Background: an optimization exercise with open tools, aiming at small area and a short achievable clock period. Do not read the settings as production practice.
In this exercise RTL edits were held to simulation tests only and were not proved equivalent to the original.
Power figures rest on the tool's default switching activity, not on a simulated workload.

===== flow/flow/run.sh =====
#!/bin/bash
# Own layout flow: the standard ORFS flow (standard.sh, standard synthesis
# unchanged) with two sizing changes: the I/O port buffers are inserted as
# buf_1 cells instead of the cell buffer_ports picks by default, and the
# resizer may swap cells across footprints (MATCH_CELL_FOOTPRINT=0), so those
# buffers and the logic can be upsized where timing needs it.
set -euo pipefail
export BUFFER_PORTS_ARGS="-buffer_cell sky130_fd_sc_hd__buf_1"
bash standard.sh MATCH_CELL_FOOTPRINT=0 finish > flow_make.log 2>&1

===== flow/config.mk =====
export PLATFORM = sky130hd
export DESIGN_NAME = alu_top
export DESIGN_NICKNAME = alu_top
export VERILOG_FILES = /design/flow/design.v
export SDC_FILE = /design/flow/constraint.sdc
export NUM_CORES = 4
export LEC_CHECK = 0
export CAP_MARGIN = 20
export CORE_MARGIN = 2
export CORE_UTILIZATION = 40
export CTS_BUF_LIST = sky130_fd_sc_hd__clkbuf_8
export SETUP_SLACK_MARGIN = 3.2
export SLEW_MARGIN = 20
export TNS_END_PERCENT = 0

===== flow/constraint.sdc =====
create_clock -name core_clock -period 6.0 [get_ports {clk}]
set_input_delay 1.2000 -clock core_clock [delete_from_list [all_inputs] [get_ports {clk}]]
set_output_delay 1.2000 -clock core_clock [all_outputs]
set_load 0.01 [all_outputs]

===== flow/design.v =====
package alu_pkg;
    localparam int DATA_WIDTH   = 32;
    localparam int SHAMT_WIDTH  = 5;                           
    localparam int OPCODE_WIDTH = 6;
    localparam logic [OPCODE_WIDTH-1:0] OP_ADD    = 6'h00;
    localparam logic [OPCODE_WIDTH-1:0] OP_SUB    = 6'h01;
    localparam logic [OPCODE_WIDTH-1:0] OP_ADDSAT = 6'h02;
    localparam logic [OPCODE_WIDTH-1:0] OP_SUBSAT = 6'h03;
    localparam logic [OPCODE_WIDTH-1:0] OP_AND    = 6'h10;
    localparam logic [OPCODE_WIDTH-1:0] OP_OR     = 6'h11;
    localparam logic [OPCODE_WIDTH-1:0] OP_XOR    = 6'h12;
    localparam logic [OPCODE_WIDTH-1:0] OP_NOT    = 6'h13;
    localparam logic [OPCODE_WIDTH-1:0] OP_NOR    = 6'h14;
    localparam logic [OPCODE_WIDTH-1:0] OP_SHL    = 6'h15;
    localparam logic [OPCODE_WIDTH-1:0] OP_SHR    = 6'h16;
    localparam logic [OPCODE_WIDTH-1:0] OP_SAR    = 6'h17;
    localparam logic [OPCODE_WIDTH-1:0] OP_ROTL   = 6'h18;
    localparam logic [OPCODE_WIDTH-1:0] OP_ROTR   = 6'h19;
    localparam logic [OPCODE_WIDTH-1:0] OP_EQ     = 6'h20;
    localparam logic [OPCODE_WIDTH-1:0] OP_NE     = 6'h21;
    localparam logic [OPCODE_WIDTH-1:0] OP_LTS    = 6'h22;
    localparam logic [OPCODE_WIDTH-1:0] OP_LES    = 6'h23;
    localparam logic [OPCODE_WIDTH-1:0] OP_GTS    = 6'h24;
    localparam logic [OPCODE_WIDTH-1:0] OP_GES    = 6'h25;
    localparam logic [OPCODE_WIDTH-1:0] OP_LTU    = 6'h26;
    localparam logic [OPCODE_WIDTH-1:0] OP_LEU    = 6'h27;
    localparam logic [OPCODE_WIDTH-1:0] OP_GTU    = 6'h28;
    localparam logic [OPCODE_WIDTH-1:0] OP_GEU    = 6'h29;
endpackage
module operand_stage (
    input  logic        clk,
    input  logic        rst,
    input  logic        valid_instruction,
    input  logic [5:0]  opcode,
    input  logic [31:0] operand_a,
    input  logic [31:0] operand_b,
    input  logic        use_immediate,
    input  logic [31:0] immediate_value,
    output logic [31:0] p_q,
    output logic [31:0] g_q,
    output logic [4:0]  m_q,           
    output logic [4:0]  mn_q,          
    output logic        cin_q,         
    output logic        inv_q,         
    output logic        valid_q,
    output logic        arith_q,       
    output logic        sat_q,         
    output logic [2:0]  lut_q,         
    output logic        rot_q,         
    output logic        shr_q,         
    output logic        shl_q,         
    output logic        fill_q,        
    output logic        cmpu_q,
    output logic        cmps_q,
    output logic        cmpeq_q
);
    logic        sel_imm, sel_reg;
    logic [31:0] b_c;
    logic        invb, kill, left, cin, inv;
    logic        d_arith, d_sat, d_rot, d_shr, d_shl, d_fill, d_cmpu, d_cmps, d_cmpeq;
    logic [2:0]  d_lut;
    logic [4:0]  n, amt;
    always_comb begin
        d_arith = 1'b0; d_sat = 1'b0; d_lut = 3'b000;
        d_rot = 1'b0; d_shr = 1'b0; d_shl = 1'b0; d_fill = 1'b0;
        d_cmpu = 1'b0; d_cmps = 1'b0; d_cmpeq = 1'b0;
        case (opcode)
            alu_pkg::OP_ADD:    d_arith = 1'b1;
            alu_pkg::OP_SUB:    d_arith = 1'b1;
            alu_pkg::OP_ADDSAT: d_sat = 1'b1;
            alu_pkg::OP_SUBSAT: d_sat = 1'b1;
            alu_pkg::OP_AND:    d_lut = 3'b100;
            alu_pkg::OP_OR:     d_lut = 3'b110;
            alu_pkg::OP_XOR:    d_lut = 3'b010;
            alu_pkg::OP_NOT:    d_lut = 3'b001;        
            alu_pkg::OP_NOR:    d_lut = 3'b001;
            alu_pkg::OP_SHL:    d_shl = 1'b1;
            alu_pkg::OP_SHR:    d_shr = 1'b1;
            alu_pkg::OP_SAR:    begin d_shr = 1'b1; d_fill = 1'b1; end
            alu_pkg::OP_ROTL:   d_rot = 1'b1;
            alu_pkg::OP_ROTR:   d_rot = 1'b1;
            alu_pkg::OP_EQ:     d_cmpeq = 1'b1;
            alu_pkg::OP_NE:     d_cmpeq = 1'b1;
            alu_pkg::OP_LTS:    d_cmps = 1'b1;
            alu_pkg::OP_LES:    d_cmps = 1'b1;
            alu_pkg::OP_GTS:    d_cmps = 1'b1;
            alu_pkg::OP_GES:    d_cmps = 1'b1;
            alu_pkg::OP_LTU:    d_cmpu = 1'b1;
            alu_pkg::OP_LEU:    d_cmpu = 1'b1;
            alu_pkg::OP_GTU:    d_cmpu = 1'b1;
            alu_pkg::OP_GEU:    d_cmpu = 1'b1;
            default: ;
        endcase
    end
    logic [3:0] lo;
    assign lo   = opcode[3:0];
    assign invb = opcode[5] | (~opcode[4] & lo[0]);
    assign kill = opcode[4] & (lo[3] | (lo[1] & lo[0]) | (lo[2] & (lo[1] | lo[0])));
    assign left = ~lo[1] & (lo[3] ^ lo[0]);
    assign cin  = lo[0] ^ (opcode[5] & lo[1]);
    assign inv  = lo[1] | (lo[0] & ~lo[2] & ~lo[3]);
    assign sel_imm = use_immediate & ~kill;
    assign sel_reg = ~use_immediate & ~kill;
    assign b_c     = ((immediate_value & {32{sel_imm}}) | (operand_b & {32{sel_reg}})) ^ {32{invb}};
    assign n   = use_immediate ? immediate_value[4:0] : operand_b[4:0];
    assign amt = left ? 5'd0 - n : n;
    always_ff @(posedge clk) begin
        p_q   <= operand_a ^ b_c;
        g_q   <= operand_a & b_c;
        m_q   <= amt;
        mn_q  <= ~amt;
        cin_q <= cin;
        inv_q <= inv;
    end
    always_ff @(posedge clk or posedge rst) begin
        if (rst) begin
            valid_q <= 1'b0;
            arith_q <= 1'b0;
            sat_q   <= 1'b0;
            lut_q   <= 3'b000;
            rot_q   <= 1'b0;
            shr_q   <= 1'b0;
            shl_q   <= 1'b0;
            fill_q  <= 1'b0;
            cmpu_q  <= 1'b0;
            cmps_q  <= 1'b0;
            cmpeq_q <= 1'b0;
        end else begin
            valid_q <= valid_instruction;
            arith_q <= valid_instruction & d_arith;
            sat_q   <= valid_instruction & d_sat;
            lut_q   <= {3{valid_instruction}} & d_lut;
            rot_q   <= valid_instruction & d_rot;
            shr_q   <= valid_instruction & d_shr;
            shl_q   <= valid_instruction & d_shl;
            fill_q  <= valid_instruction & d_fill;
            cmpu_q  <= valid_instruction & d_cmpu;
            cmps_q  <= valid_instruction & d_cmps;
            cmpeq_q <= valid_instruction & d_cmpeq;
        end
    end
endmodule
module adder_unit (
    input  logic [31:0] p,
    input  logic [31:0] g,
    input  logic        cin,
    output logic [32:0] c
);
    logic [31:0] gu [0:5];      
    logic [31:0] pu [0:5];
    logic [31:0] gd [0:4];      
    logic [31:0] pd [0:4];
    always_comb begin
        gu[0] = g;
        pu[0] = p;
        gu[0][0] = cin ? (g[0] | p[0]) : g[0];          
    end
    for (genvar l = 0; l < 5; l++) begin : g_up
        for (genvar i = 0; i < 32; i++) begin : g_bit
            if ((i % (2 << l)) == ((2 << l) - 1)) begin : g_op
                assign gu[l+1][i] = gu[l][i] | (pu[l][i] & gu[l][i-(1<<l)]);
                assign pu[l+1][i] = pu[l][i] & pu[l][i-(1<<l)];
            end else begin : g_pass
                assign gu[l+1][i] = gu[l][i];
                assign pu[l+1][i] = pu[l][i];
            end
        end
    end
    assign gd[4] = gu[5];
    assign pd[4] = pu[5];
    for (genvar l = 3; l >= 0; l--) begin : g_dn
        for (genvar i = 0; i < 32; i++) begin : g_bit
            if ((i >= (3 << l) - 1) && ((i + 1) % (2 << l) == (1 << l))) begin : g_op
                assign gd[l][i] = gd[l+1][i] | (pd[l+1][i] & gd[l+1][i-(1<<l)]);
                assign pd[l][i] = pd[l+1][i] & pd[l+1][i-(1<<l)];
            end else begin : g_pass
                assign gd[l][i] = gd[l+1][i];
                assign pd[l][i] = pd[l+1][i];
            end
        end
    end
    assign c = {gd[0], cin};
endmodule
module logic_shift_unit (
    input  logic [31:0] p,
    input  logic [31:0] g,
    input  logic [4:0]  m,
    input  logic [4:0]  mn,
    input  logic [2:0]  lut,
    input  logic        rot,
    input  logic        shr,
    input  logic        shl,
    input  logic        fill,
    output logic [31:0] out
);
    logic [31:0] r [0:4];
    logic [31:0] hi;            
    logic [31:0] keep;
    logic [31:0] k0, k1;        
    logic        mz;
    logic [31:0] ge;            
    assign ge = 32'hFFFF_FFFF << m;
    assign r[0] = p;
    for (genvar k = 0; k < 4; k++) begin : g_rot
        assign r[k+1] = (r[k] | {32{m[k]}}) & ({r[k][(1<<k)-1:0], r[k][31:(1<<k)]} | {32{mn[k]}});
    end
    assign mz   = ~|m;
    for (genvar i = 0; i < 32; i++) begin : g_hi
        assign hi[i] = ~ge[31-i];                      
    end
    assign keep = {32{rot}} | ({32{shr}} & ~hi) | ({32{shl}} & (hi | {32{mz}}));
    assign k0   = keep & {32{mn[4]}};
    assign k1   = keep & {32{m[4]}};
    assign out = (r[4] & k0)
               | ({r[4][15:0], r[4][31:16]} & k1)
               | ({32{fill & p[31]}} & hi)
               | (g & {32{lut[2]}})
               | (p & {32{lut[1]}})
               | (~(g | p) & {32{lut[0]}});
endmodule
module compare_unit (
    input  logic [31:0] p,
    input  logic        g31,
    input  logic        c31,
    input  logic        cout,
    input  logic        inv,
    input  logic        cmpu,
    input  logic        cmps,
    input  logic        cmpeq,
    output logic        flag
);
    logic eq;
    logic cout_s;
    assign eq     = &p;                        
    assign cout_s = p[31] ? c31 : ~g31;
    assign flag   = ((cmpeq & eq) | (cmpu & cout) | (cmps & cout_s)) ^ (inv & (cmpeq | cmpu | cmps));
endmodule
module result_stage (
    input  logic        clk,
    input  logic        rst,
    input  logic        valid,
    input  logic        arith,
    input  logic        sat,
    input  logic        cin,
    input  logic [31:0] p,
    input  logic [31:0] g,
    input  logic [32:0] c,
    input  logic [31:0] logic_shift,
    input  logic        flag,
    output logic        resp_valid,
    output logic [31:0] resp_result,
    output logic        resp_carry,
    output logic        resp_overflow,
    output logic        resp_zero,
    output logic        resp_negative
);
    logic        ovf;
    logic        clamp;
    logic        add_en;
    logic [31:0] r0, r1;        
    logic [31:0] result_d;
    assign ovf    = ~p[31] & (c[31] ^ g[31]);
    assign clamp  = sat & ovf;
    assign add_en = arith | sat;
    assign r0 = logic_shift | (p & {32{add_en}});
    assign r1 = logic_shift | (~p & {32{add_en}});
    always_comb begin
        for (int i = 0; i < 32; i++) begin
            result_d[i] = c[i] ? r1[i] : r0[i];
        end
        if (clamp) result_d = {g[31], {31{~g[31]}}};     
        if (flag)  result_d = '1;
    end
    always_ff @(posedge clk or posedge rst) begin
        if (rst) begin
            resp_valid    <= 1'b0;
            resp_result   <= '0;
            resp_carry    <= 1'b0;
            resp_overflow <= 1'b0;
        end else begin
            resp_valid    <= valid;
            resp_result   <= result_d;
            resp_carry    <= arith & (c[32] ^ cin);
            resp_overflow <= add_en & ovf;
        end
    end
    assign resp_zero     = resp_valid & ~|resp_result;
    assign resp_negative = resp_result[31];
endmodule
module int_alu_core (
    input  logic        clk,
    input  logic        rst,
    input  logic        valid_instruction,
    input  logic [5:0]  opcode,
    input  logic [31:0] operand_a,
    input  logic [31:0] operand_b,
    input  logic        use_immediate,
    input  logic [31:0] immediate_value,
    output logic        resp_valid,
    output logic [31:0] resp_result,
    output logic        resp_carry,
    output logic        resp_overflow,
    output logic        resp_zero,
    output logic        resp_negative
);
    logic [31:0] p, g, ls_out;
    logic [32:0] c;
    logic [4:0]  m, mn;
    logic        cin, inv, valid, arith, sat, rot, shr, shl, fill, cmpu, cmps, cmpeq;
    logic [2:0]  lut;
    logic        flag;
    operand_stage u_operand_stage (
        .clk (clk), .rst (rst),
        .valid_instruction (valid_instruction), .opcode (opcode),
        .operand_a (operand_a), .operand_b (operand_b),
        .use_immediate (use_immediate), .immediate_value (immediate_value),
        .p_q (p), .g_q (g), .m_q (m), .mn_q (mn), .cin_q (cin), .inv_q (inv), .valid_q (valid),
        .arith_q (arith), .sat_q (sat), .lut_q (lut), .rot_q (rot), .shr_q (shr),
        .shl_q (shl), .fill_q (fill), .cmpu_q (cmpu), .cmps_q (cmps), .cmpeq_q (cmpeq)
    );
    adder_unit u_adder_unit (
        .p (p), .g (g), .cin (cin), .c (c)
    );
    logic_shift_unit u_logic_shift_unit (
        .p (p), .g (g), .m (m), .mn (mn), .lut (lut), .rot (rot), .shr (shr), .shl (shl),
        .fill (fill), .out (ls_out)
    );
    compare_unit u_compare_unit (
        .p (p), .g31 (g[31]), .c31 (c[31]), .cout (c[32]), .inv (inv),
        .cmpu (cmpu), .cmps (cmps), .cmpeq (cmpeq), .flag (flag)
    );
    result_stage u_result_stage (
        .clk (clk), .rst (rst), .valid (valid), .arith (arith), .sat (sat), .cin (cin),
        .p (p), .g (g), .c (c), .logic_shift (ls_out), .flag (flag),
        .resp_valid (resp_valid), .resp_result (resp_result), .resp_carry (resp_carry),
        .resp_overflow (resp_overflow), .resp_zero (resp_zero), .resp_negative (resp_negative)
    );
endmodule
module alu_top (
    input  logic        clk,
    input  logic        rst,
    input  logic        valid_instruction,
    input  logic [5:0]  opcode,
    input  logic [31:0] operand_a,
    input  logic [31:0] operand_b,
    input  logic        use_immediate,
    input  logic [31:0] immediate_value,
    output logic        resp_valid,
    output logic [31:0] resp_result,
    output logic        resp_carry,
    output logic        resp_overflow,
    output logic        resp_zero,
    output logic        resp_negative
);
    int_alu_core u_core (
        .clk               (clk),
        .rst               (rst),
        .valid_instruction (valid_instruction),
        .opcode            (opcode),
        .operand_a         (operand_a),
        .operand_b         (operand_b),
        .use_immediate     (use_immediate),
        .immediate_value   (immediate_value),
        .resp_valid        (resp_valid),
        .resp_result       (resp_result),
        .resp_carry        (resp_carry),
        .resp_overflow     (resp_overflow),
        .resp_zero         (resp_zero),
        .resp_negative     (resp_negative)
    );
endmodule

===== flow/standard.sh =====
#!/bin/bash
# synth_recipe.tcl (not shown) runs the flow's synth.tcl, then flattens the netlist and writes it again
# the make line also repeats each setting of config.mk as NAME=value (left out here)
make -C /OpenROAD-flow-scripts/flow DESIGN_CONFIG=/design/flow/config.mk WORK_HOME=/design/flow/orfs CLKGATE_MAP_FILE= SYNTH_SCRIPT=/design/flow/synth_recipe.tcl "${@:-finish}"

==> impl_metrics.csv, run 1 <==
group,metric,value,unit
run_status,status,"timing/DRC/antenna clean",
cts,clk_pin_slew,0.08,ns
sta,fin_tns_setup,0,ns
synthesis,ys_ff_latch,124,
placement,numPortBuffers,142,
worst_setup_path,cp.required,6.37,ns
cts,cts_buffers,17,
die,die_area,24210,um^2
power_and_ir_drop,p_per_area,297.6,nW/um^2
die,die_w,155.6,um
power_and_ir_drop,p_switching,0.001264,W
routing,wirelength,31.47,mm
global_route,grt_pass1_vias,8079,
die,core_area,22570,um^2
worst_setup_path,critPathMaxStageDelay,0.77,ns
cells_and_area,nets,1296,
synthesis,yosys.area.top_type,"dfxtp_1",
power_and_ir_drop,ir_drop,0.1710,mV
synthesis,async_reset_ff_share,38.71,%
sta,max_freq,351.0,MHz
worst_setup_path,slowest_stage,"dfxtp_1",
power_and_ir_drop,swShare,40.87,%
sta,fin_crit,2.849,ns
global_route,antenna_found_initial,1,
worst_setup_path,crit_chain,"buf_4 > o22ai_1 > a22oi_1 > o22ai_1 > o31ai_1 > a211oi_2 > o21ai_2",
worst_setup_path,crit_top_cell,"o22ai_1",
cts,clock_latency,0.45,ns
worst_setup_path,crit_arrival,3.22,ns
routing,vias_per_cell,6.260,
synthesis,yosys.area_share.simple,12.25,%
cells_and_area,area_growth,13.08,%
synthesis,synth_area,9191,um^2
placement,hpwl,23.14,mm
placement,dpl_cell_area,9692,um^2
synthesis,ys_types,76,
sta,period_share,47.49,%
synthesis,yosysWarnings,329,
placement,dp_cells,1408,
synthesis,synth-compound-area-share,35.20,%
routing,drtIter0Drc,1157,
cts,cts-root-buf,"clkbuf_8",
flow_run,max_cap_violations,0,
die,rows,55,
power_and_ir_drop,leakage,4.044,nW
global_route,grt-ovfl-total,0,
cells_and_area,antennaDiodeCount,0,
cells_and_area,final_area,10390,um^2
sta,drv_slew,0,
synthesis,synth_edf_count,0,
worst_setup_path,crit_path_start_kind,"flip-flop",
routing,route.detailed.drc,0,
synthesis,avgSynthCellArea,8.510,um^2
synthesis,ys.flop_type,"dfxtp_1",
die,start_util,40.72,%
cts,clock_sinks,124,
die,fp.dieH,155.6,um
routing,dr_total_vias,9065,
power_and_ir_drop,seqPwrFrac,37.8,%
worst_hold_path,min_path_type,"reg -> reg",
synthesis,seq_area_frac_synth,29.62,%
cells_and_area,final_util,46.05,%
synthesis,synth_cells,1080,
sta,worst-slew-pin-transition,1.086,ns
synthesis,synthAdderAreaFrac,5.309,%
routing,postRouteAntennaNets,0,
power_and_ir_drop,combPwrFrac,37.9,%
sta,setup_violations,0,
routing,routedWlPerCell,21.73,um
synthesis,synth_top_family_by_area,"compound AO/OA/AOI/OAI gates",
sta,finalHoldViolations,0,
die,ios,143,
synthesis,synth_top_area_share,16.55,%
cts,cts_hold_buffers,0,
synthesis,synth_mux_area_share,4.683,%
global_route,grt_max_degree,50,
synthesis,synth_nets,1225,
power_and_ir_drop,clockPowerShare,24.4,%
worst_setup_path,crit_fanout,34,
worst_setup_path,crit_type,"reg -> reg",
cts,htree_levels,4,
placement,gp_congestion,1.001,
worst_setup_path,endpoint_kind,"flip-flop",
routing,firstDrtPassIters,6,
synthesis,synthTopCellsByArea,"dfxtp_1, dfrtp_1, a22oi_1",
synthesis,synth-xor-area-share,6.194,%
sta,fin_worst_skew,0.01055,ns
sta,whs,0.3533,ns
sta,grt_setup_unrepaired,"yes",
power_and_ir_drop,p_int,0.001829,W
cells_and_area,instances_no_fill,1448,
cts,cts_tree,"done",
global_route,grt_util_all_layers,25.63,%
cts,cts_buffer_depth,2,
cells_and_area,drive_above_1_share,12.04,%
sta,relSlewSlack,27.48,%
global_route,grt_pass1_wl,47.84,mm
kinds of logic after synthesis:
kind of cell | after synthesis
xor gates and xnor gates | 65
buffers and inverters | 140
AOI/OAI and AO/OA | 441
muxes | 43
and+or+nand+nor | 228
DFF | 124
adders and majority gates | 39
layer usage:
metal  part of all wire (%)  GRT usage, %
met5                  0.041             0
met3                     11         6.889
met4                    3.9         10.57
met2                     41         36.66
met1                     44         36.40
sequential cells by signal (all words and copies together), names as in the netlist, 3 cells and up:
register	cells
u_core.u_operand_stage.g_q	32
u_core.u_operand_stage.mn_q	5
u_core.u_operand_stage.m_q	5
u_core.u_operand_stage.p_q	32
u_core.u_operand_stage.lut_q	3
u_core.u_result_stage.resp_result	32
final cells by class:
class	count	area, um^2
Clock inverter	13	148.9
Timing Repair Buffer	162	744.5
Inverter	27	110.1
Clock buffer	18	247.7
Fill cell	2226	12180
Multi-Input combinational cell	818	6041
Sequential cell	124	2740
Timing Repair inverter	1	5.005
Tap cell	285	356.6
power groups by stage:
stage / clock, W / sequential (W) / combinational, W
2_1_floorplan: 0 / 0.00103 / 0.000895
3_3_place_gp: 0 / 0.00116 / 0.00111
3_5_place_dp: 0 / 0.00116 / 0.00110
4_1_cts: 0.000767 / 0.00115 / 0.00113
5_1_grt: 0.000798 / 0.00118 / 0.00126
6_report: 0.000753 / 0.00117 / 0.00117
cells in the final DEF, fill, tap and decap left out, drive strengths merged, types with 5 or more instances in the layout:
cell type and count:
a211oi 15, a21oi 72, a221oi 12, a22oi 77, and3 11, and4 7
buf 160, clkbuf 20, clkinv 5, clkinvlp 5, dfrtp 48, dfxtp 76
ha 39, inv 28, mux2i 43, nand2 47, nand3 19, nand4 10
nor2 81, nor2b 6, nor3 11, nor4 8, o21ai 73, o21bai 5
o221ai 12, o22a 57, o22ai 49, o311ai 5, o31a 16, o31ai 9
xnor2 49, xor2 16
what timing repair did:
action / in CTS / in global routing
endpoints found under the setup margin: 33 / 66
endpoints found under the hold margin: 0 / 0
gates cloned: 2 / 1
pin swaps: 11 / 0
resized for setup: 23 / 23
buffers inserted: 6 / 0
Yosys cell counts, types with 5 or more instances:
cell,n
a211oi_1,13
a21oi_1,65
a221oi_1,12
a22oi_1,77
and3_1,10
and4_1,6
buf_1,9
buf_2,15
buf_6,9
clkbuf_1,78
dfrtp_1,48
dfxtp_1,76
ha_1,39
inv_1,26
mux2i_1,43
nand2_1,46
nand3_1,19
nand4_1,10
nor2_1,81
nor2b_1,6
nor3_1,11
nor4_1,8
o21ai_0,37
o21ai_1,5
o21ai_2,31
o221ai_1,11
o22a_1,57
o22ai_1,49
o31a_1,16
o31ai_1,9
xnor2_1,49
xor2_1,16
critical path: cells and delay by family, from the launching register on:
kind | cells | cell delay, ns
AO/OA/AOI/OAI | 6 | 1.55
buffers and inverters | 1 | 0.43
flip-flops | 1 | 0.77
through the flow:
| stage | power (W) | setup slack, ns |
|---|---|---|
| after floorplan | 0.001929 | 3.205 |
| after global placement | 0.002265 | 2.662 |
| after detailed placement | 0.002258 | 2.619 |
| after CTS | 0.003047 | 3.175 |
| after global routing | 0.003247 | 3.142 |
| final | 0.003093 | 3.151 |
final timing paths:
check,slack [ns],cells past startpoint,endpoint,startpoint
max reg2reg,3.15,7,u_core.u_result_stage.resp_result[16],u_core.u_operand_stage.m_q[1]
max in group asynchronous,4.68,2,u_core.u_result_stage.resp_result[29],rst
min in group asynchronous,0.84,2,u_core.u_result_stage.resp_valid,rst
max,3.15,7,u_core.u_result_stage.resp_result[16],u_core.u_operand_stage.m_q[1]
min,0.35,0,u_core.u_result_stage.resp_valid,u_core.u_operand_stage.valid_q
min reg2reg,0.35,0,u_core.u_result_stage.resp_valid,u_core.u_operand_stage.valid_q
==> run 2: changes to the inputs <==
--- a/flow/config.mk
+++ b/flow/config.mk
@@ -5,9 +5,10 @@
 export SDC_FILE = /design/flow/constraint.sdc
 export NUM_CORES = 4
 export LEC_CHECK = 0
+export ABC_CLOCK_PERIOD_IN_PS = 2500
 export CAP_MARGIN = 20
 export CORE_MARGIN = 2
-export CORE_UTILIZATION = 40
+export CORE_UTILIZATION = 50
 export CTS_BUF_LIST = sky130_fd_sc_hd__clkbuf_8
 export SETUP_SLACK_MARGIN = 3.2
 export SLEW_MARGIN = 20
==> run 2 against run 1 <==
Register-to-register slack better by 0.06 ns; clock skew is 0.0070 ns higher; clock power is 5.4% higher; via count is 0.22% higher; die area is 20% lower; highest routed layer is now met4.
==> impl_metrics.csv, run 2 <==
group,metric,value,unit
worst_setup_path,crit_family,"simple AND/OR/NAND/NOR gates",
routing,vias_per_cell,6.527,
global_route,grt_max_degree,68,
routing,firstDrtPassIters,7,
sta,setup_violations,0,
cells_and_area,layout_common_cells,"buf_1, nor2_1, a22oi_1",
power_and_ir_drop,total_power,0.003126,W
global_route,grt_util_all_layers,31.40,%
cells_and_area,final_common_cell,"buf_1",
cells_and_area,area_growth,11.48,%
sta,worst-slew-pin-transition,1.085,ns
synthesis,ys_types,76,
cells_and_area,fillCellCount,1723,
global_route,antenna_found_initial,0,
die,ios,143,
die,fp.dieH,139.6,um
worst_setup_path,r2r-end,"u_core.u_result_stage.resp_result[6]",
routing,route.detailed.drc,0,
synthesis,synth.cells.most_frequent,"nor2_1, clkbuf_1, a22oi_1",
synthesis,synth_area,9191,um^2
worst_setup_path,crit_arrival,1.62,ns
global_route,grt_pass1_wl,47.29,mm
worst_setup_path,crit_type,"reg -> out",
worst_setup_path,critPathMaxStageDelay,0.38,ns
synthesis,ys.flop_type,"dfxtp_1",
sta,fin_tns_setup,0,ns
synthesis,synth_edf_count,0,
cts,htree_levels,4,
power_and_ir_drop,ir_drop,0.1396,mV
die,core_area,18020,um^2
routing,wirelength,31.29,mm
cts,cts_buffer_depth,2,
flow_run,max_cap_violations,0,
cells_and_area,drive_above_1_share,10.58,%
worst_setup_path,crit_chain,"nor4_1 > nand4_1 > nor3_1 > buf_2",
power_and_ir_drop,leakage,4.041,nW
cells_and_area,antennaDiodeCount,0,
cts,clk_pin_slew,0.09,ns
worst_hold_path,hold_start,"u_core.u_operand_stage.valid_q",
cells_and_area,nets,1295,
die,rows,49,
sta,max_freq,354.1,MHz
worst_setup_path,r2r_cells,10,
sta,drv_slew,0,
global_route,grt_pass1_vias,7979,
synthesis,synth_nets,1225,
worst_setup_path,crit_path_start_kind,"flip-flop",
worst_setup_path,endpoint_kind,"primary output",
cts,cts_tree,"done",
worst_hold_path,holdPathStages,0,
worst_setup_path,crit_buf_inv,1,
global_route,grt-ovfl-total,0,
synthesis,seq_area_frac_synth,29.62,%
routing,dr_total_vias,9085,
worst_hold_path,min_path_type,"reg -> reg",
worst_setup_path,rr_startpoint,"u_core.u_operand_stage.p_q[0]",
run_status,status,"timing/DRC/antenna clean",
sta,fin_worst_skew,0.01752,ns
die,die_area,19480,um^2
cts,clock_latency,0.47,ns
die,die_w,139.6,um
placement,dp_cells,1351,
synthesis,yosysWarnings,329,
cts,cts_hold_buffers,0,
cts,cts-root-buf,"clkbuf_8",
synthesis,synth_top_area_share,16.55,%
synthesis,synthTopCellsByArea,"dfxtp_1, dfrtp_1, a22oi_1",
routing,routedWlPerCell,22.47,um
cells_and_area,final_util,56.84,%
routing,postRouteAntennaNets,0,
worst_setup_path,crit_fanout,2,
worst_setup_path,slowest_stage,"dfrtp_1",
sta,period_share,47.06,%
sta,relSlewSlack,27.58,%
sta,grt_setup_unrepaired,"yes",
worst_setup_path,r2r_slack,3.21,ns
synthesis,synth.most_common_cell,"nor2_1",
worst_setup_path,cp.required,4.80,ns
power_and_ir_drop,p_per_area,305.1,nW/um^2
cells_and_area,largestRegisters,"u_core.u_operand_stage.g_q (32), u_core.u_operand_stage.p_q (32), u_core.u_result_stage.resp_result (32)",
placement,hpwl,22.88,mm
synthesis,synth_cells,1080,
placement,gp_congestion,0.9729,
sta,whs,0.3528,ns
synthesis,async_reset_ff_share,38.71,%
placement,numPortBuffers,142,
die,start_util,50.99,%
synthesis,yosys.area.top_type,"dfxtp_1",
synthesis,avgSynthCellArea,8.510,um^2
cts,clock_sinks,124,
sta,finalHoldViolations,0,
cells_and_area,instances_no_fill,1392,
synthesis,ys_ff_latch,124,
routing,drtIter0Drc,1396,
cts,cts_buffers,17,
sta,fin_crit,2.824,ns
worst_hold_path,holdPathEnd,"u_core.u_result_stage.resp_valid",
## run 2: per-stage QoR
step	area (um^2)	setup slack, ns
global route	10250	3.097
floorplan	9191	3.205
global placement	9608	2.701
detailed placement	9608	2.617
finish	10250	3.176
CTS	10220	3.148
## run 2: final cells by class
type                            count  area [um^2]  area share, %
Multi-Input combinational cell    818         5983          58.40
Tap cell                          229        286.5          2.796
Timing Repair Buffer              162        738.2          7.205
Inverter                           27        102.6          1.001
Clock buffer                       17        234.0          2.284
Sequential cell                   124         2728          26.62
Clock inverter                     15        173.9          1.697
## run 2: timing repair
action	4_1_cts	5_1_grt
cloned	2	0
pin swaps	7	0
endpoints found under the setup margin	34	40
gates resized for setup	18	5
setup buffers	7	0
## run 2: kinds of logic (layout without fill, tap and decap cells)
| group | Yosys count | count (layout) | share of synthesized area (%) |
|---|---|---|---|
| and+or+nand+nor | 228 | 229 | 12.25 |
| DFF | 124 | 124 | 29.62 |
| buffers and inverters | 140 | 221 | 6.738 |
| adders and majority gates | 39 | 39 | 5.309 |
| muxes | 43 | 43 | 4.683 |
| AOI/OAI and AO/OA | 441 | 442 | 35.20 |
| xor gates and xnor gates | 65 | 65 | 6.194 |
## run 2: worst max-delay path by stage
stage | depth (start not counted) | from | slack, ns | endpoint
after floorplan | 6 | use_immediate | 3.20 | u_core.u_operand_stage.p_q[3]
after global placement | 9 | u_core.u_operand_stage.p_q[7] | 2.70 | u_core.u_result_stage.resp_result[0]
after detailed placement | 9 | u_core.u_operand_stage.p_q[7] | 2.62 | u_core.u_result_stage.resp_result[0]
after CTS | 4 | u_core.u_result_stage.resp_result[4] | 3.15 | resp_zero
after global routing | 4 | u_core.u_result_stage.resp_result[24] | 3.10 | resp_zero
final | 4 | u_core.u_result_stage.resp_result[17] | 3.18 | resp_zero
## run 2: power breakdown
group	internal [W]	total, W	switching [W]
combinational	0.000463	0.00117	0.000704
sequential	0.000944	0.00117	0.000221
clock	0.000385	0.000794	0.000409
## run 2: metal layers
metal	up-vias	global-route usage (%)	wire [um]
met3	86	7.295	3392
met2	641	42.47	12370
met5	-	0	0
met4	0	16.11	1489
met1	4096	46.23	14030
li1	4262	-	-
==> run 3: changes to the inputs <==
==> flow/config.mk (replaced) <==
export PLATFORM = sky130hd
export DESIGN_NAME = alu_top
export DESIGN_NICKNAME = alu_top
export VERILOG_FILES = /design/flow/design.v
export SDC_FILE = /design/flow/constraint.sdc
export NUM_CORES = 4
export LEC_CHECK = 0
export CAP_MARGIN = 20
export CORE_MARGIN = 2
export CORE_UTILIZATION = 50
export CTS_BUF_LIST = sky130_fd_sc_hd__clkbuf_8
export SETUP_SLACK_MARGIN = 3.12
export SLEW_MARGIN = 20
export TNS_END_PERCENT = 0
==> run 3 against run 2 <==
Area after synthesis unchanged; power decreased by 0.30%; maximum frequency decreased by 1.4%; cell area about the same; combinational power about the same; critical endpoint is now u_core.u_result_stage.resp_result[6]; core utilization about the same; final cell count unchanged; still clean.
==> impl_metrics.csv, run 3 <==
group,metric,value,unit
cts,clock_latency,0.46,ns
synthesis,synthTopCellsByArea,"dfxtp_1, dfrtp_1, a22oi_1",
cells_and_area,nets,1295,
cts,cts-root-buf,"clkbuf_8",
placement,hpwl,22.88,mm
routing,wirelength,31.09,mm
worst_setup_path,cp.required,6.33,ns
flow_run,max_cap_violations,0,
cts,clk_pin_slew,0.10,ns
synthesis,yosysWarnings,329,
synthesis,synth.most_common_cell,"nor2_1",
die,start_util,50.99,%
power_and_ir_drop,leakage,4.040,nW
worst_setup_path,crit_buf_inv,1,
sta,fin_worst_skew,0.01749,ns
die,die_w,139.6,um
cells_and_area,fillCellCount,1723,
sta,finalHoldViolations,0,
sta,grt_setup_unrepaired,"yes",
routing,dr_total_vias,9092,
global_route,grt_util_all_layers,31.40,%
worst_setup_path,endpoint_kind,"flip-flop",
routing,vias_per_cell,6.532,
die,ios,143,
synthesis,synth_area,9191,um^2
power_and_ir_drop,p_per_area,304.3,nW/um^2
synthesis,ys_ff_latch,124,
worst_setup_path,crit_type,"reg -> reg",
power_and_ir_drop,ir_drop,0.1386,mV
worst_setup_path,crit_path_start_kind,"flip-flop",
worst_setup_path,critPathMaxStageDelay,0.49,ns
die,die_area,19480,um^2
sta,drv_slew,0,
global_route,grt_pass1_vias,7984,
global_route,grt-ovfl-total,0,
synthesis,async_reset_ff_share,38.71,%
synthesis,ys_types,76,
sta,fin_tns_setup,0,ns
sta,fin_crit,2.864,ns
worst_setup_path,crit_chain,"a21oi_2 > o221ai_2 > nand2_2 > and3_4 > a211o_2 > a21oi_2 > xor2_2 > and3b_4 > buf_12 > o21ai_2",
die,fp.dieH,139.6,um
cells_and_area,final_common_cell,"buf_1",
cells_and_area,final_area,10240,um^2
routing,routedWlPerCell,22.34,um
worst_setup_path,slowest_stage,"dfxtp_1",
synthesis,seq_area_frac_synth,29.62,%
placement,gp_congestion,0.9729,
sta,relSlewSlack,26.94,%
placement,numPortBuffers,142,
cts,clock_sinks,124,
sta,max_freq,349.1,MHz
cts,htree_levels,4,
sta,setup_violations,0,
cells_and_area,multi_input_area,5976,um^2
synthesis,avgSynthCellArea,8.510,um^2
global_route,antenna_found_initial,0,
global_route,grt_max_degree,68,
cells_and_area,area_growth,11.46,%
synthesis,synth_nets,1225,
die,rows,49,
routing,drtIter0Drc,1529,
worst_setup_path,crit_fanout,16,
synthesis,synth_edf_count,0,
worst_setup_path,crit_arrival,3.19,ns
synthesis,synth_top_area_share,16.55,%
global_route,grt_pass1_wl,47.30,mm
synthesis,ys.flop_type,"dfxtp_1",
cells_and_area,seq_area,2734,um^2
cts,cts_buffers,17,
cells_and_area,largestRegisters,"u_core.u_operand_stage.g_q (32), u_core.u_operand_stage.p_q (32), u_core.u_result_stage.resp_result (32)",
worst_setup_path,crit_top_cell,"a21oi_2",
synthesis,synth.cells.most_frequent,"nor2_1, clkbuf_1, a22oi_1",
placement,dpl_cell_area,9608,um^2
die,core_area,18020,um^2
cts,cts_buffer_depth,2,
routing,route.detailed.drc,0,
routing,postRouteAntennaNets,0,
cts,cts_hold_buffers,0,
synthesis,yosys.area.top_type,"dfxtp_1",
worst_setup_path,crit_family,"compound AO/OA/AOI/OAI gates",
run_status,status,"timing/DRC/antenna clean",
synthesis,synth_cells,1080,
cells_and_area,layout_common_cells,"buf_1, nor2_1, a22oi_1",
routing,firstDrtPassIters,5,
cts,cts_tree,"done",
sta,period_share,47.74,%
cells_and_area,drive_above_1_share,11.01,%
cells_and_area,antennaDiodeCount,0,
power_and_ir_drop,total_power,0.003117,W
sta,worst-slew-pin-transition,1.094,ns
worst_hold_path,min_path_type,"reg -> reg",
==> run 3: cells by family after synthesis <==
kind of cell / count (synthesis) / share of synthesized area, %
AO/OA/AOI/OAI: 441 / 35.20
AND/OR/NAND/NOR: 228 / 12.25
buffers and inverters: 140 / 6.738
flip-flops: 124 / 29.62
XOR/XNOR: 65 / 6.194
multiplexers: 43 / 4.683
adder cells (fa/ha/maj): 39 / 5.309
==> run 3: where the power goes <==
group          leakage (nW)  switching [W]  total, W  internal, W
clock                 0.208       0.000403  0.000787     0.000385
sequential             1.28       0.000221   0.00117     0.000945
combinational          2.55       0.000701   0.00116     0.000462
total                  4.04        0.00132   0.00312      0.00179
==> run 3: worst register-to-register path: cells and delay by family, from the launching register on <==
kind / cells / cell delay [ns]
XOR/XNOR: 1 / 0.26
flip-flops: 1 / 0.49
AO/OA/AOI/OAI: 5 / 1.23
buffers and inverters: 1 / 0.17
AND/OR/NAND/NOR: 3 / 0.59
==> run 3: per-stage QoR <==
| stage | std cells | worst slack, ns | hold slack, ns | utilization [%] |
|---|---|---|---|---|
| after CTS | 1392 | 3.105 | 0.3552 | 56.65 |
| after detailed placement | 1351 | 2.617 | 0.3358 | 53.30 |
| after global placement | 1351 | 2.701 | 0.3318 | 53.30 |
| after global routing | 1392 | 3.054 | 0.3640 | 56.84 |
| after floorplan | 1080 | 3.205 | 0.3312 | - |
| final | 1392 | 3.136 | 0.3510 | 56.84 |
==> run 3: repair_timing <==
action                     4_1_cts  5_1_grt
buffers inserted                 7        0
hold endpoints to repair         0        0
gates resized for setup         16       11
setup endpoints to repair       32       38
pin swaps                        7        0
gates cloned                     2        0
==> run 3: layer usage <==
metal  global-route usage [%]  wire (um)  vias up
met5                        0          0        -
li1                         -          -     4260
met3                    7.364       3431       87
met2                    42.60      12420      653
met4                    15.89       1466        0
met1                    46.16      13770     4092
==> run 3: area by class of cell <==
| cell class | instances | area share, % |
|---|---|---|
| Inverter | 27 | 1.001 |
| Timing Repair Buffer | 162 | 7.206 |
| Sequential cell | 124 | 26.69 |
| Tap cell | 229 | 2.797 |
| Clock inverter | 15 | 1.698 |
| Clock buffer | 17 | 2.284 |
| Multi-Input combinational cell | 818 | 58.33 |
==> run 3: path summary, 6_finish.rpt <==
kind / start / end / slack (ns) / cells past startpoint
worst min-delay path: u_core.u_operand_stage.valid_q / u_core.u_result_stage.resp_valid / 0.35 / 0
worst min register to register: u_core.u_operand_stage.valid_q / u_core.u_result_stage.resp_valid / 0.35 / 0
worst max-delay path: u_core.u_operand_stage.p_q[0] / u_core.u_result_stage.resp_result[6] / 3.14 / 10
min in group asynchronous: rst / u_core.u_result_stage.resp_result[8] / 0.84 / 2
worst max register to register: u_core.u_operand_stage.p_q[0] / u_core.u_result_stage.resp_result[6] / 3.14 / 10
max in group asynchronous: rst / u_core.u_result_stage.resp_result[6] / 4.68 / 2
==> run 4: changes to the inputs <==
--- a/flow/config.mk
+++ b/flow/config.mk
@@ -11,4 +11,4 @@
 export CTS_BUF_LIST = sky130_fd_sc_hd__clkbuf_8
 export SETUP_SLACK_MARGIN = 3.12
 export SLEW_MARGIN = 20
-export TNS_END_PERCENT = 0
+export TNS_END_PERCENT = 100
==> run 4 against run 3 <==
Still clean on timing, DRC and antenna; routed wire length up 0.42%; count of clock-buffer cells in the layout unchanged; sequential share of layout area fell by 0.054 points; area after synthesis stayed put; final cell count stayed put; critical path depth decreased by 6.
==> impl_metrics.csv, run 4 <==
group,metric,value,unit
run_status,status,"timing/DRC/antenna clean",
global_route,grt-ovfl-total,0,
worst_setup_path,rr_startpoint,"u_core.u_operand_stage.p_q[0]",
placement,hpwl,22.88,mm
cts,clk_pin_slew,0.09,ns
global_route,grt_util_met3,7.295,%
placement,gp_congestion,0.9729,
worst_setup_path,crit_buf_inv,1,
worst_hold_path,hold_start,"u_core.u_operand_stage.valid_q",
global_route,grt_max_degree,68,
placement,numPortBuffers,142,
synthesis,synth_nets,1225,
synthesis,synth_area,9191,um^2
worst_hold_path,holdPathStages,0,
sta,max_freq,357.0,MHz
power_and_ir_drop,clockPowerShare,25.2,%
worst_setup_path,critPathMaxStageDelay,0.41,ns
cells_and_area,nets,1295,
global_route,grt.busiest_layer,"met1",
die,core_area,18020,um^2
cells_and_area,antennaDiodeCount,0,
power_and_ir_drop,p_per_area,304.2,nW/um^2
cts,clock_latency,0.46,ns
synthesis,yosys.area.top_type,"dfxtp_1",
cts,cts_tree,"done",
global_route,grt.met2_usage,42.47,%
routing,firstDrtPassIters,6,
cells_and_area,drive_above_1_share,10.92,%
cts,clock_sinks,124,
synthesis,synthTopCellsByArea,"dfxtp_1, dfrtp_1, a22oi_1",
global_route,use_met1,46.23,%
power_and_ir_drop,leakage,4.042,nW
sta,whs,0.3518,ns
cts,htree_levels,4,
die,rows,49,
routing,wirelength,31.23,mm
power_and_ir_drop,p_int,0.001794,W
power_and_ir_drop,swShare,42.50,%
routing,routedWlPerCell,22.43,um
routing,drtIter0Drc,1453,
synthesis,ys_ff_latch,124,
sta,relSlewSlack,29.37,%
power_and_ir_drop,ir_drop,0.1396,mV
power_and_ir_drop,total_power,0.003120,W
worst_setup_path,crit_family,"simple AND/OR/NAND/NOR gates",
cts,cts_buffer_depth,2,
cells_and_area,final_common_cell,"buf_1",
global_route,grt_pass1_vias,7979,
worst_setup_path,endpoint_kind,"primary output",
synthesis,async_reset_ff_share,38.71,%
synthesis,ys.flop_type,"dfxtp_1",
worst_setup_path,crit_type,"reg -> out",
synthesis,seq_area_frac_synth,29.62,%
cts,cts_buffers,17,
sta,period_share,46.69,%
power_and_ir_drop,combPwrFrac,37.3,%
sta,fin_tns_setup,0,ns
power_and_ir_drop,seqPwrFrac,37.4,%
global_route,grt_util_all_layers,31.40,%
die,die_w,139.6,um
sta,worst-slew-pin-transition,1.058,ns
worst_setup_path,cp.required,4.80,ns
sta,setup_violations,0,
worst_setup_path,crit_fanout,2,
synthesis,avgSynthCellArea,8.510,um^2
sta,drv_slew,0,
worst_setup_path,r2r_cells,10,
worst_setup_path,r2r_slack,3.23,ns
synthesis,ys_types,76,
worst_hold_path,min_path_type,"reg -> reg",
worst_hold_path,holdPathEnd,"u_core.u_result_stage.resp_valid",
cells_and_area,final_util,56.90,%
cells_and_area,largestRegisters,"u_core.u_operand_stage.g_q (32), u_core.u_operand_stage.p_q (32), u_core.u_result_stage.resp_result (32)",
worst_setup_path,crit_arrival,1.60,ns
cells_and_area,instances_no_fill,1392,
die,start_util,50.99,%
synthesis,synth_edf_count,0,
worst_setup_path,crit_path_start_kind,"flip-flop",
synthesis,yosysWarnings,329,
die,fp.dieH,139.6,um
global_route,antenna_found_initial,0,
die,die_area,19480,um^2
routing,vias_per_cell,6.514,
sta,grt_setup_unrepaired,"yes",
sta,fin_crit,2.801,ns
cells_and_area,layout_common_cells,"buf_1, nor2_1, a22oi_1",
sta,finalHoldViolations,0,
placement,dp_cells,1351,
die,ios,143,
flow_run,max_cap_violations,0,
sta,fin_worst_skew,0.01583,ns
worst_setup_path,crit_chain,"nor4_4 > nand4_1 > nor3_1 > buf_2",
routing,route.detailed.drc,0,
worst_setup_path,r2r-end,"u_core.u_result_stage.resp_result[14]",
synthesis,synth_top_area_share,16.55,%
synthesis,synth.most_common_cell,"nor2_1",
global_route,grt_pass1_wl,47.29,mm
synthesis,synth_cells,1080,
power_and_ir_drop,p_switching,0.001326,W
cts,cts-root-buf,"clkbuf_8",
worst_setup_path,slowest_stage,"dfrtp_1",
routing,dr_total_vias,9067,
cells_and_area,area_growth,11.58,%
routing,postRouteAntennaNets,0,
synthesis,synth.cells.most_frequent,"nor2_1, clkbuf_1, a22oi_1",
## run 4: cell counts after synthesis
Identical to the previous run, type by type.
## run 4: layout make-up
type / count / area (um^2)
fill: 1724 / 7769
multi-input combinational: 818 / 5989
sequential: 124 / 2731
timing repair buffer: 162 / 738.2
tap: 229 / 286.5
clock buffer: 17 / 234.0
clock inverter: 15 / 173.9
inverter: 27 / 102.6
## run 4: per-stage QoR
| step | worst slack, ns | cell area [um^2] |
|---|---|---|
| after floorplan | 3.205 | 9191 |
| after global placement | 2.701 | 9608 |
| after detailed placement | 2.617 | 9608 |
| after CTS | 3.148 | 10220 |
| after global routing | 3.107 | 10260 |
| final | 3.199 | 10260 |
## run 4: worst max-delay path by stage
stage / startpoint / to / slack, ns / cells after the start
CTS: u_core.u_result_stage.resp_result[4] / resp_zero / 3.15 / 4
finish: u_core.u_result_stage.resp_result[4] / resp_zero / 3.20 / 4
global route: u_core.u_result_stage.resp_result[4] / resp_zero / 3.11 / 4
global placement: u_core.u_operand_stage.p_q[7] / u_core.u_result_stage.resp_result[0] / 2.70 / 9
floorplan: use_immediate / u_core.u_operand_stage.p_q[3] / 3.20 / 6
detailed placement: u_core.u_operand_stage.p_q[7] / u_core.u_result_stage.resp_result[0] / 2.62 / 9
## run 4: worst register-to-register path: stages, from the launching register on
cell and delay [ns]:
dfxtp_1 0.48, a21oi_2 0.13, o221ai_2 0.35, nand2_2 0.13, and3_4 0.21, a211o_2 0.34
a21oi_4 0.24, xor2_2 0.25, and3b_4 0.25, buf_12 0.17, o21ai_2 0.08
## run 4: metal layers
layer | share of wire (%) | wire (um)
met3 | 11 | 3321
met2 | 40 | 12460
met5 | 0 | 0
met1 | 45 | 13920
met4 | 4.9 | 1524
## run 4: power by group through the flow
stage	sequential [W]	clock [W]	combinational (W)
6_report	0.00117	0.000787	0.00116
5_1_grt	0.00118	0.000834	0.00125
4_1_cts	0.00115	0.000799	0.00114
3_5_place_dp	0.00116	0	0.00111
3_3_place_gp	0.00116	0	0.00112
2_1_floorplan	0.00103	0	0.000895
## run 4: logic make-up (layout without fill, tap and decap cells)
group | after synthesis | after routing | share of synthesized area (%)
multiplexers | 43 | 43 | 4.683
flip-flops | 124 | 124 | 29.62
adder cells (fa/ha/maj) | 39 | 39 | 5.309
buffers and inverters | 140 | 221 | 6.738
AO/OA/AOI/OAI | 441 | 442 | 35.20
XOR/XNOR | 65 | 65 | 6.194
AND/OR/NAND/NOR | 228 | 229 | 12.25
## run 4: repair_timing
item,4_1_cts,5_1_grt
pin swaps,7,1
setup endpoints to repair,32,37
hold buffers,0,0
setup buffers,7,0
gates resized for setup,18,9
gates cloned,2,0
==> run 5: changes to the inputs <==
--- a/flow/config.mk
+++ b/flow/config.mk
@@ -9,6 +9,7 @@
 export CORE_MARGIN = 2
 export CORE_UTILIZATION = 50
 export CTS_BUF_LIST = sky130_fd_sc_hd__clkbuf_8
+export PLACE_DENSITY = 0.8
 export SETUP_SLACK_MARGIN = 3.12
 export SLEW_MARGIN = 20
 export TNS_END_PERCENT = 100
==> run 5 against run 4 <==
Sequential share of layout area decreased by 0.18 points; routed wire length shrank 0.38%; still clean on timing, DRC and antenna; global-route usage is 0.46 points lower; critical path type is now reg -> reg.
==> impl_metrics.csv, run 5 <==
group,metric,value,unit
global_route,grt_util_all_layers,30.94,%
flow_run,max_cap_violations,0,
synthesis,synth_edf_count,0,
die,die_w,139.6,um
routing,dr_total_vias,9419,
sta,period_share,47.30,%
cts,cts_buffers,17,
synthesis,synth.most_common_cell,"nor2_1",
synthesis,synth_top_area_share,16.55,%
worst_setup_path,crit_type,"reg -> reg",
cells_and_area,largestRegisters,"u_core.u_operand_stage.g_q (32), u_core.u_operand_stage.p_q (32), u_core.u_result_stage.resp_result (32)",
power_and_ir_drop,swShare,40.93,%
sta,grt_setup_unrepaired,"yes",
synthesis,yosysWarnings,329,
global_route,use_met1,42.78,%
routing,postRouteAntennaNets,0,
placement,hpwl,22.24,mm
placement,numPortBuffers,142,
global_route,grt_max_degree,68,
routing,drtIter0Drc,1588,
cts,cts-root-buf,"clkbuf_8",
worst_setup_path,slowest_stage,"o32ai_1",
cts,clk_pin_slew,0.07,ns
cts,clock_latency,0.46,ns
cts,cts_tree,"done",
power_and_ir_drop,p_per_area,301.6,nW/um^2
synthesis,synth_nets,1225,
sta,relSlewSlack,23.35,%
die,die_area,19480,um^2
routing,firstDrtPassIters,9,
sta,setup_violations,0,
global_route,grt-ovfl-total,0,
synthesis,async_reset_ff_share,38.71,%
global_route,grt.met2_usage,44.56,%
sta,finalHoldViolations,0,
sta,drv_slew,0,
placement,gp_congestion,1.026,
die,start_util,50.99,%
cells_and_area,drive_above_1_share,11.50,%
worst_setup_path,crit_start,"u_core.u_operand_stage.m_q[0]",
worst_setup_path,crit_fanout,45,
worst_setup_path,r2r_slack,3.16,ns
global_route,grt_util_met3,9.085,%
power_and_ir_drop,clockPowerShare,24.7,%
synthesis,ys_types,76,
sta,worst-slew-pin-transition,1.148,ns
cells_and_area,layout_common_cells,"buf_1, nor2_1, a22oi_1",
die,ios,143,
routing,route.detailed.drc,0,
routing,wirelength,31.11,mm
worst_setup_path,r2r-end,"u_core.u_result_stage.resp_result[31]",
cts,cts_buffer_depth,2,
worst_setup_path,r2r_cells,10,
power_and_ir_drop,p_int,0.001840,W
worst_setup_path,crit_chain,"buf_4 > o22a_1 > o32ai_1 > a21oi_1 > o22a_1 > a22oi_1 > o211a_1 > mux2i_1 > a211oi_1 > o21ai_1",
global_route,antenna_found_initial,2,
cells_and_area,antennaDiodeCount,0,
placement,post-place-ws,2.634,ns
synthesis,synth.cells.most_frequent,"nor2_1, clkbuf_1, a22oi_1",
sta,max_freq,352.4,MHz
worst_setup_path,crit_buf_inv,1,
routing,vias_per_cell,6.757,
routing,routedWlPerCell,22.31,um
sta,final.setup.worst_slack,3.162,ns
sta,fin_worst_skew,0.007263,ns
synthesis,ys.flop_type,"dfxtp_1",
synthesis,synthTopCellsByArea,"dfxtp_1, dfrtp_1, a22oi_1",
synthesis,avgSynthCellArea,8.510,um^2
synthesis,synth_area,9191,um^2
worst_setup_path,cp.depth,10,
worst_setup_path,rr_startpoint,"u_core.u_operand_stage.m_q[0]",
die,fp.dieH,139.6,um
sta,whs,0.3590,ns
power_and_ir_drop,leakage,4.061,nW
power_and_ir_drop,seqPwrFrac,37.3,%
cells_and_area,final_common_cell,"buf_1",
global_route,grt_pass1_vias,8220,
cells_and_area,area_growth,12.35,%
worst_setup_path,crit_end,"u_core.u_result_stage.resp_result[31]",
die,core_area,18020,um^2
die,rows,49,
cts,htree_levels,4,
worst_setup_path,crit_arrival,3.18,ns
sta,fin_tns_setup,0,ns
worst_setup_path,critPathMaxStageDelay,0.41,ns
cts,clock_sinks,124,
synthesis,yosys.area.top_type,"dfxtp_1",
worst_setup_path,crit_family,"compound AO/OA/AOI/OAI gates",
power_and_ir_drop,p_switching,0.001275,W
worst_setup_path,crit_top_cell,"o22a_1",
synthesis,ys_ff_latch,124,
run_status,status,"timing/DRC/antenna clean",
global_route,grt_pass1_wl,47.03,mm
synthesis,synth_cells,1080,
worst_hold_path,min_path_type,"reg -> reg",
worst_setup_path,cp.required,6.35,ns
global_route,grt.busiest_layer,"met2",
worst_setup_path,endpoint_kind,"flip-flop",
power_and_ir_drop,combPwrFrac,38.0,%
worst_setup_path,crit_path_start_kind,"flip-flop",
cells_and_area,nets,1297,
sta,fin_crit,2.838,ns
power_and_ir_drop,ir_drop,0.1645,mV
synthesis,seq_area_frac_synth,29.62,%
## run 5: what timing repair did
action | CTS | global route
pin swaps | 6 | 2
setup endpoints to repair | 33 | 36
buffers inserted | 5 | 0
resized for setup | 15 | 20
cloned | 2 | 1
hold buffers | 0 | 0
## run 5: per-layer routing
metal  vias to the layer above  part of all wire, %
met5                         -                 0.23
met4                         4                  4.8
li1                       4245                    -
met1                      4332                   42
met3                       125                   12
met2                       713                   41
## run 5: cell families after synthesis
group	share of synthesized area, %
AO/OA/AOI/OAI	35.20
AND/OR/NAND/NOR	12.25
buffers and inverters	6.738
flip-flops	29.62
XOR/XNOR	6.194
multiplexers	4.683
adder cells (fa/ha/maj)	5.309
## run 5: final cells by class
| cell class | count | area [um^2] |
|---|---|---|
| clock buffer | 19 | 261.5 |
| multi-input combinational | 818 | 6008 |
| timing repair inverter | 1 | 5.005 |
| timing repair buffer | 163 | 774.5 |
| sequential | 124 | 2731 |
| clock inverter | 13 | 146.4 |
| inverter | 27 | 112.6 |
| fill | 1600 | 7699 |
| tap | 229 | 286.5 |
## run 5: worst min-delay path by stage
stage	from	to	slack, ns	cells after the start
global placement	u_core.u_operand_stage.valid_q	u_core.u_result_stage.resp_valid	0.35	0
floorplan	u_core.u_operand_stage.valid_q	u_core.u_result_stage.resp_valid	0.33	0
global route	u_core.u_operand_stage.valid_q	u_core.u_result_stage.resp_valid	0.38	0
finish	u_core.u_operand_stage.valid_q	u_core.u_result_stage.resp_valid	0.36	0
detailed placement	u_core.u_operand_stage.valid_q	u_core.u_result_stage.resp_valid	0.34	0
CTS	u_core.u_operand_stage.valid_q	u_core.u_result_stage.resp_valid	0.36	0
## run 5: power groups by stage
stage	clock network (W)	registers, W	logic [W]
floorplan	0	0.00103	0.000895
global placement	0	0.00115	0.00110
detailed placement	0	0.00115	0.00110
CTS	0.000771	0.00114	0.00113
global route	0.000814	0.00117	0.00126
finish	0.000770	0.00116	0.00118
## run 5: metrics by stage
step,instance area [um^2],total power (W),std cells,utilization [%]
after global routing,10330,0.003248,1394,57.29
final,10330,0.003115,1394,57.29
after global placement,9629,0.002246,1353,53.42
after CTS,10220,0.003040,1392,56.71
after floorplan,9191,0.001929,1080,-
after detailed placement,9629,0.002254,1353,53.42
==> run 6: changes to the inputs <==
--- a/flow/config.mk
+++ b/flow/config.mk
@@ -9,7 +9,6 @@
 export CORE_MARGIN = 2
 export CORE_UTILIZATION = 50
 export CTS_BUF_LIST = sky130_fd_sc_hd__clkbuf_8
-export PLACE_DENSITY = 0.8
-export SETUP_SLACK_MARGIN = 3.12
+export SETUP_SLACK_MARGIN = 3.2
 export SLEW_MARGIN = 20
 export TNS_END_PERCENT = 100
==> run 6 against run 5 <==
Area after synthesis unchanged; maximum frequency grew 1.3%; power increased by 0.37%; critical path depth decreased by 6; still clean; largest power group is now registers; global-route usage is 0.50 points higher; highest routed layer is now met4; clock power grew 2%; routed wire length grew 0.43%.
==> impl_metrics.csv, run 6 <==
group,metric,value,unit
worst_hold_path,min_path_type,"reg -> reg",
synthesis,yosysWarnings,329,
worst_setup_path,crit_fanout,2,
cells_and_area,area_growth,11.80,%
sta,finalHoldViolations,0,
worst_setup_path,crit_chain,"nor4_4 > nand4_1 > nor3_1 > buf_2",
cts,cts_buffer_depth,2,
synthesis,avgSynthCellArea,8.510,um^2
synthesis,async_reset_ff_share,38.71,%
power_and_ir_drop,swShare,42.44,%
die,ios,143,
power_and_ir_drop,seqPwrFrac,37.5,%
synthesis,ys_types,76,
power_and_ir_drop,combPwrFrac,37.3,%
sta,setup_violations,0,
global_route,grt_util_all_layers,31.45,%
cts,clk_pin_slew,0.08,ns
routing,firstDrtPassIters,8,
die,die_w,139.6,um
cts,cts-root-buf,"clkbuf_8",
routing,vias_per_cell,6.531,
die,core_area,18020,um^2
run_status,status,"timing/DRC/antenna clean",
global_route,grt_max_degree,68,
power_and_ir_drop,p_per_area,304.2,nW/um^2
placement,numPortBuffers,142,
sta,period_share,46.71,%
worst_setup_path,crit_path_start_kind,"flip-flop",
synthesis,ys.flop_type,"dfxtp_1",
cells_and_area,nets,1295,
cells_and_area,largestRegisters,"u_core.u_operand_stage.g_q (32), u_core.u_operand_stage.p_q (32), u_core.u_result_stage.resp_result (32)",
routing,wirelength,31.24,mm
routing,dr_total_vias,9091,
global_route,antenna_found_initial,0,
cts,cts_hold_buffers,0,
power_and_ir_drop,ir_drop,0.1400,mV
sta,worst-slew-pin-transition,1.084,ns
power_and_ir_drop,total_power,0.003126,W
synthesis,synth_cells,1080,
placement,gp_congestion,0.9729,
sta,drv_slew,0,
routing,postRouteAntennaNets,0,
synthesis,synth.cells.most_frequent,"nor2_1, clkbuf_1, a22oi_1",
worst_setup_path,cp.required,4.80,ns
synthesis,yosys.area.top_type,"dfxtp_1",
power_and_ir_drop,p_switching,0.001327,W
synthesis,synth.most_common_cell,"nor2_1",
global_route,grt_pass1_vias,7986,
cts,htree_levels,4,
synthesis,synth_nets,1225,
cells_and_area,final_common_cell,"buf_1",
cts,clock_latency,0.46,ns
cells_and_area,instances_no_fill,1392,
die,fp.dieH,139.6,um
power_and_ir_drop,clockPowerShare,25.2,%
synthesis,synth_area,9191,um^2
worst_setup_path,crit_family,"simple AND/OR/NAND/NOR gates",
worst_setup_path,crit_type,"reg -> out",
global_route,grt_pass1_wl,47.42,mm
synthesis,synthTopCellsByArea,"dfxtp_1, dfrtp_1, a22oi_1",
cts,clock_sinks,124,
synthesis,synth_top_area_share,16.55,%
placement,dp_cells,1351,
cts,cts_tree,"done",
power_and_ir_drop,p_int,0.001799,W
die,die_area,19480,um^2
power_and_ir_drop,leakage,4.042,nW
sta,fin_worst_skew,0.01664,ns
worst_setup_path,endpoint_kind,"primary output",
die,rows,49,
worst_setup_path,slowest_stage,"dfrtp_1",
synthesis,synth_edf_count,0,
sta,fin_crit,2.803,ns
sta,relSlewSlack,27.60,%
sta,fin_tns_setup,0,ns
synthesis,ys_ff_latch,124,
sta,grt_setup_unrepaired,"yes",
global_route,grt-ovfl-total,0,
routing,routedWlPerCell,22.44,um
sta,max_freq,356.8,MHz
synthesis,seq_area_frac_synth,29.62,%
cells_and_area,antennaDiodeCount,0,
worst_setup_path,critPathMaxStageDelay,0.41,ns
flow_run,max_cap_violations,0,
cells_and_area,fillCellCount,1722,
worst_setup_path,crit_arrival,1.60,ns
routing,route.detailed.drc,0,
cts,cts_buffers,17,
die,start_util,50.99,%
placement,hpwl,22.88,mm
worst_setup_path,crit_buf_inv,1,
cells_and_area,drive_above_1_share,12.21,%
routing,drtIter0Drc,1351,
cells_and_area,layout_common_cells,"buf_1, nor2_1, a22oi_1",
[run 6: logic make-up (layout without fill, tap and decap cells)]
group	Yosys count	after routing	synth area share, %
compound gates	441	442	35.20
simple gates	228	229	12.25
fa+ha+maj	39	39	5.309
mux	43	43	4.683
xor+xnor	65	65	6.194
flops	124	124	29.62
buf+inv	140	221	6.738
[run 6: cell type report]
class,instances,area (um^2),area share (%)
Timing Repair Buffer,162,738.2,7.184
Clock inverter,15,173.9,1.692
Clock buffer,17,234.0,2.277
Inverter,27,102.6,0.9984
Sequential cell,124,2748,26.74
Tap cell,229,286.5,2.788
Multi-Input combinational cell,818,5993,58.32
[run 6: power by group through the flow]
stage / Combinational (W) / Clock (W) / Sequential, W
6_report: 0.00117 / 0.000787 / 0.00117
5_1_grt: 0.00126 / 0.000834 / 0.00119
2_1_floorplan: 0.000895 / 0 / 0.00103
4_1_cts: 0.00114 / 0.000799 / 0.00115
3_3_place_gp: 0.00112 / 0 / 0.00116
3_5_place_dp: 0.00111 / 0 / 0.00116
[run 6: worst paths after layout]
kind / start / to / slack [ns] / depth (start not counted)
worst min-delay path: u_core.u_operand_stage.valid_q / u_core.u_result_stage.resp_valid / 0.35 / 0
max in group asynchronous: rst / u_core.u_result_stage.resp_result[6] / 4.69 / 2
min in group asynchronous: rst / u_core.u_result_stage.resp_valid / 0.84 / 2
worst max register to register: u_core.u_operand_stage.p_q[9] / u_core.u_result_stage.resp_result[6] / 3.29 / 10
worst max-delay path: u_core.u_result_stage.resp_result[4] / resp_zero / 3.20 / 4
worst min register to register: u_core.u_operand_stage.valid_q / u_core.u_result_stage.resp_valid / 0.35 / 0
[run 6: per-layer routing]
metal,track usage (%),routed length (um),up-vias
met1,46.40,13920,4097
li1,-,-,4261
met3,7.089,3334,83
met2,42.72,12490,650
met4,15.79,1494,0
met5,0,0,-
[run 6: metrics by stage]
step	worst slack, ns	hold WS, ns	utilization [%]	cell area [um^2]
2_1_floorplan	3.205	0.3312	-	9191
3_3_place_gp	2.701	0.3318	53.30	9608
3_5_place_dp	2.617	0.3358	53.30	9608
4_1_cts	3.148	0.3552	56.79	10240
5_1_grt	3.107	0.3640	57.01	10280
6_report	3.197	0.3514	57.01	10280
[run 6: repair_timing]
action | CTS | global route
buffers inserted | 7 | 0
pin swaps | 7 | 2
resized for setup | 21 | 22
gates cloned | 2 | 0
setup endpoints to repair | 34 | 37

[static timing again, ports no longer ideal]
The results above use ideal ports. As a check the final layouts listed here were re-extracted and re-timed, cells and wires unchanged. Step 1: set_driving_cell puts a clkbuf_16 on clk and a buf_2 on each other input, an assumption about the parent block. Step 2 adds t to the input delays and takes it off the output delays; t is the mean of the earliest and latest rising clock arrival at the registers after step 1. Input paths then give back, and output paths get back, about the clock's delay inside the block. a / b / c = ideal ports / drivers / drivers and shift; a / b = the first two.
run | shift t [ns] | setup WS [ns] | latest minus earliest clock arrival (ns) | slew at the worst register clock pin (ns)
run 1 | 0.486 | 3.151 / 3.151 / 2.894 | 0.010 / 0.011 | 0.08 / 0.08
run 2 | 0.503 | 3.176 / 3.134 / 2.828 | 0.018 / 0.018 | 0.10 / 0.10
run 3 | 0.497 | 3.136 / 3.136 / 2.823 | 0.018 / 0.018 | 0.10 / 0.10
run 4 | 0.495 | 3.199 / 3.157 / 2.824 | 0.017 / 0.017 | 0.09 / 0.09
run 5 | 0.497 | 3.162 / 3.125 / 2.868 | 0.007 / 0.007 | 0.07 / 0.07
run 6 | 0.500 | 3.197 / 3.153 / 2.819 | 0.017 / 0.018 | 0.09 / 0.09
After both steps every run listed still meets setup and hold. The setup slack of run 6, which loses most, moves by -0.044 ns with the drivers and by -0.378 ns with both steps.
